This is an optimization exercise on Yosys and OpenROAD, whose aim is small area and a short achievable clock period, not a production implementation.
Function was checked by simulation only, so behaviour that the tests miss may differ from the original.
Power is estimated from default activity; no workload was simulated.

## bpred_btb
module bpred_btb
#(
    parameter int ENTRIES  = 32,
    parameter int TAG_BITS = 8,
    parameter int CTR_BITS = 2,
    parameter int XLEN     = 32
) (
    input  logic            clk,
    input  logic            reset,
    input  logic [XLEN-1:0] lookup_pc,
    output logic            pred_hit,
    output logic            pred_taken,
    output logic [XLEN-1:0] pred_target,
    input  logic            upd_valid,
    input  logic [XLEN-1:0] upd_pc,
    input  logic            upd_taken,
    input  logic            upd_is_jump,
    input  logic [XLEN-1:0] upd_target,
    input  logic            upd_pred_taken,
    input  logic [XLEN-1:0] upd_pred_target,
    input  logic            flush_all,
    output logic [31:0]     perf_updates,
    output logic [31:0]     perf_mispredicts
);
==> flow/config.mk <==
export PLATFORM = sky130hd
export DESIGN_NAME = bpred_btb
export DESIGN_NICKNAME = bpred_btb
export VERILOG_FILES = /design/flow/design.v
export SDC_FILE = /design/flow/constraint.sdc
export NUM_CORES = 4
export LEC_CHECK = 0
export CAP_MARGIN = 10
export CORE_MARGIN = 2
export CORE_UTILIZATION = 50
export SETUP_SLACK_MARGIN = 2.0
export SLEW_MARGIN = 10
export SYNTH_HIERARCHICAL = 1
export SYNTH_MINIMUM_KEEP_SIZE = 0
export TNS_END_PERCENT = 5
==> flow/constraint.sdc <==
create_clock -name core_clock -period 6.5 [get_ports {clk}]
set_input_delay 1.3000 -clock core_clock [delete_from_list [all_inputs] [get_ports {clk}]]
set_output_delay 1.3000 -clock core_clock [all_outputs]
set_load 0.01 [all_outputs]
standard.sh (not shown) runs the stock make flow with config.mk's settings and CLKGATE_MAP_FILE= SYNTH_SCRIPT=/design/flow/synth_recipe.tcl, a recipe that flattens the netlist after the stock synthesis.
==> flow/flow/run.sh <==
#!/bin/bash
# Layout flow: the standard ORFS flow (standard.sh) with two changes:
#  - the port buffers that buffer_ports inserts are plain buffers (buf_2), which the
#    timing repair then sizes, instead of the platform's default delay-cell pick;
#  - clock tree synthesis clusters more sinks per leaf buffer and adds no dummy
#    balancing loads, so the clock tree takes less area.
set -euo pipefail
export BUFFER_PORTS_ARGS="-buffer_cell sky130_fd_sc_hd__buf_2"
export CTS_ARGS="-sink_clustering_enable -repair_clock_nets -sink_clustering_size 12 -sink_clustering_max_diameter 50 -buf_list {sky130_fd_sc_hd__clkbuf_4 sky130_fd_sc_hd__clkbuf_8} -dont_use_dummy_load"
bash standard.sh > standard_flow.log 2>&1
Next try:
--- a/flow/design.v
+++ b/flow/design.v
@@ -127,22 +127,16 @@
     input  logic [3:0] a,
     output logic       y
 );
     logic [1:0] p;
     bpred_nor2  u_p0 (.a(a[0]), .b(a[1]), .y(p[0]));
     bpred_nor2  u_p1 (.a(a[2]), .b(a[3]), .y(p[1]));
     bpred_nand2 u_y  (.a(p[0]), .b(p[1]), .y(y));
 endmodule
-module bpred_and2 (
-    input  logic a, b,
-    output logic y
-);
-    assign y = a & b;
-endmodule
 module bpred_ne4 (
     input  logic [3:0] a,
     input  logic [3:0] b,
     output logic       y
 );
     assign y = (a != b);
 endmodule
 module bpred_nor3 (
@@ -220,57 +214,49 @@
     always_comb begin
         for (int i = 0; i < ENTRIES; i++) begin
             lk_dec[i]  = (lk_idx == i);
             upd_dec[i] = (upd_idx == i);
         end
     end
     localparam int GROUPS = ENTRIES / 8;
     logic [ENTRIES-1:0] dv_n, ne_lo, ne_hi, lk_sel, lk_msb;
-    logic [3:0][GROUPS-1:0] grp_hitq;
-    logic [1:0][ENTRIES-1:0] rd_dec;
+    logic [GROUPS-1:0]  grp_hit, grp_hit2;
     logic [GROUPS-1:0][XLEN-1:0] grp_tgt;
     logic [GROUPS-1:0]           grp_msb;
     logic [GROUPS-1:0][XLEN-1:0][7:0] grp_col;
     for (genvar i = 0; i < ENTRIES; i++) begin : g_lk
         assign dv_n[i] = ~(lk_dec[i] & valid_q[i]);
         bpred_ne4  u_lo  (.a(tag_q[i][3:0]), .b(lk_tag[3:0]), .y(ne_lo[i]));
         bpred_ne4  u_hi  (.a(tag_q[i][7:4]), .b(lk_tag[7:4]), .y(ne_hi[i]));
         bpred_nor3 u_sel (.a(ne_lo[i]), .b(ne_hi[i]), .c(dv_n[i]), .y(lk_sel[i]));
         assign lk_msb[i] = ctr_q[i][CTR_BITS-1];
     end
     for (genvar g = 0; g < GROUPS; g++) begin : g_grp
-        for (genvar c = 0; c < 4; c++) begin : g_hitq
-            bpred_or8 u_hit (.a(lk_sel[8*g+7:8*g]), .y(grp_hitq[c][g]));
-        end
+        bpred_or8 u_hit  (.a(lk_sel[8*g+7:8*g]), .y(grp_hit[g]));
+        bpred_or8 u_hit2 (.a(lk_sel[8*g+7:8*g]), .y(grp_hit2[g]));
         for (genvar b = 0; b < XLEN; b++) begin : g_rd
             for (genvar k = 0; k < 8; k++) begin : g_col
                 assign grp_col[g][b][k] = tgt_q[8*g+k][b];
             end
-            bpred_aor8 u_rd (.sel(rd_dec[b/16][8*g+7:8*g]), .dat(grp_col[g][b]), .y(grp_tgt[g][b]));
+            bpred_aor8 u_rd (.sel(lk_dec[8*g+7:8*g]), .dat(grp_col[g][b]), .y(grp_tgt[g][b]));
         end
-        bpred_aor8 u_msb (.sel(rd_dec[1][8*g+7:8*g]), .dat(lk_msb[8*g+7:8*g]), .y(grp_msb[g]));
+        bpred_aor8 u_msb (.sel(lk_dec[8*g+7:8*g]), .dat(lk_msb[8*g+7:8*g]), .y(grp_msb[g]));
     end
     for (genvar b = 0; b < XLEN; b++) begin : g_out
-        bpred_aor4 u_y (.sel(grp_hitq[b/8]), .dat({grp_tgt[3][b], grp_tgt[2][b], grp_tgt[1][b], grp_tgt[0][b]}),
-                        .y(pred_target[b]));
-    end
-    bpred_aor4 u_taken (.sel(grp_hitq[3]), .dat(grp_msb), .y(pred_taken));
-    bpred_or4n u_hit   (.a(grp_hitq[0]), .y(pred_hit));
-    logic [3:0] lk_pre_lo;
-    logic [7:0] lk_pre_hi;
-    always_comb begin
-        for (int j = 0; j < 4; j++) lk_pre_lo[j] = (lk_idx[1:0] == j);
-        for (int j = 0; j < 8; j++) lk_pre_hi[j] = (lk_idx[4:2] == j);
-    end
-    for (genvar c = 0; c < 2; c++) begin : g_rdec
-        for (genvar i = 0; i < ENTRIES; i++) begin : g_i
-            bpred_and2 u_d (.a(lk_pre_lo[i%4]), .b(lk_pre_hi[i/4]), .y(rd_dec[c][i]));
+        if (b < XLEN/2) begin : g_a
+            bpred_aor4 u_y (.sel(grp_hit), .dat({grp_tgt[3][b], grp_tgt[2][b], grp_tgt[1][b], grp_tgt[0][b]}),
+                            .y(pred_target[b]));
+        end else begin : g_b
+            bpred_aor4 u_y (.sel(grp_hit2), .dat({grp_tgt[3][b], grp_tgt[2][b], grp_tgt[1][b], grp_tgt[0][b]}),
+                            .y(pred_target[b]));
         end
     end
+    bpred_aor4 u_taken (.sel(grp_hit2), .dat(grp_msb), .y(pred_taken));
+    bpred_or4n u_hit   (.a(grp_hit), .y(pred_hit));
     logic [TAG_BITS-1:0][ENTRIES-1:0] tag_col;
     logic [CTR_BITS-1:0][ENTRIES-1:0] ctr_col;
     logic                upd_ne_lo, upd_ne_hi;
     logic [ENTRIES-1:0]  upd_dv, upd_dvt, upd_dvj;
     for (genvar b = 0; b < TAG_BITS; b++) begin : g_utag_rd
         for (genvar i = 0; i < ENTRIES; i++) begin : g_col
             assign tag_col[b][i] = tag_q[i][b];
         end
Flip-flop and latch count is unchanged.
Clock power fell by about 2%.
Final area rose by about 0.33%.
Via count is about the same.
Routed wire length rose by 0.64%.
Hold slack is worse by 0.011 ns.
Core utilization rose by 0.98 points.
Setup slack is worse by 0.011 ns.
Final cell count fell by about 0.3%.
Die area fell by 1.0%.
Clock skew fell by 0.019 ns.

## afterwards: timing with drivers on the ports
The flow's constraints put no driver on any port. The routed layouts listed below were extracted and timed again, unchanged, in two steps. Step 1 assumes that a clkbuf_16 drives the clock port and a buf_2 every other input. Step 2, shift: input delay + t, output delay - t, t = (earliest + latest rising clock arrival at the registers) / 2. This alone moves slack from input paths to output paths. Three values: no drivers, after step 1, after step 2; two values: the first two.
| run | t, ns | slack for setup (ns) | clock arrival spread, ns | worst data-port slew with drivers (ns) | pins driven straight from the clock port |
|---|---|---|---|---|---|
| the first run | 0.919 | 1.771 / 1.679 / 0.842 | 0.079 / 0.080 | 0.17 | 1 |
| the second run | 0.914 | 1.760 / 1.647 / 1.070 | 0.059 / 0.060 | 0.17 | 1 |
After both steps setup and hold are still met in every run listed. The setup slack of the first run, which loses most, moves by -0.092 ns with the drivers and by -0.929 ns with both steps.
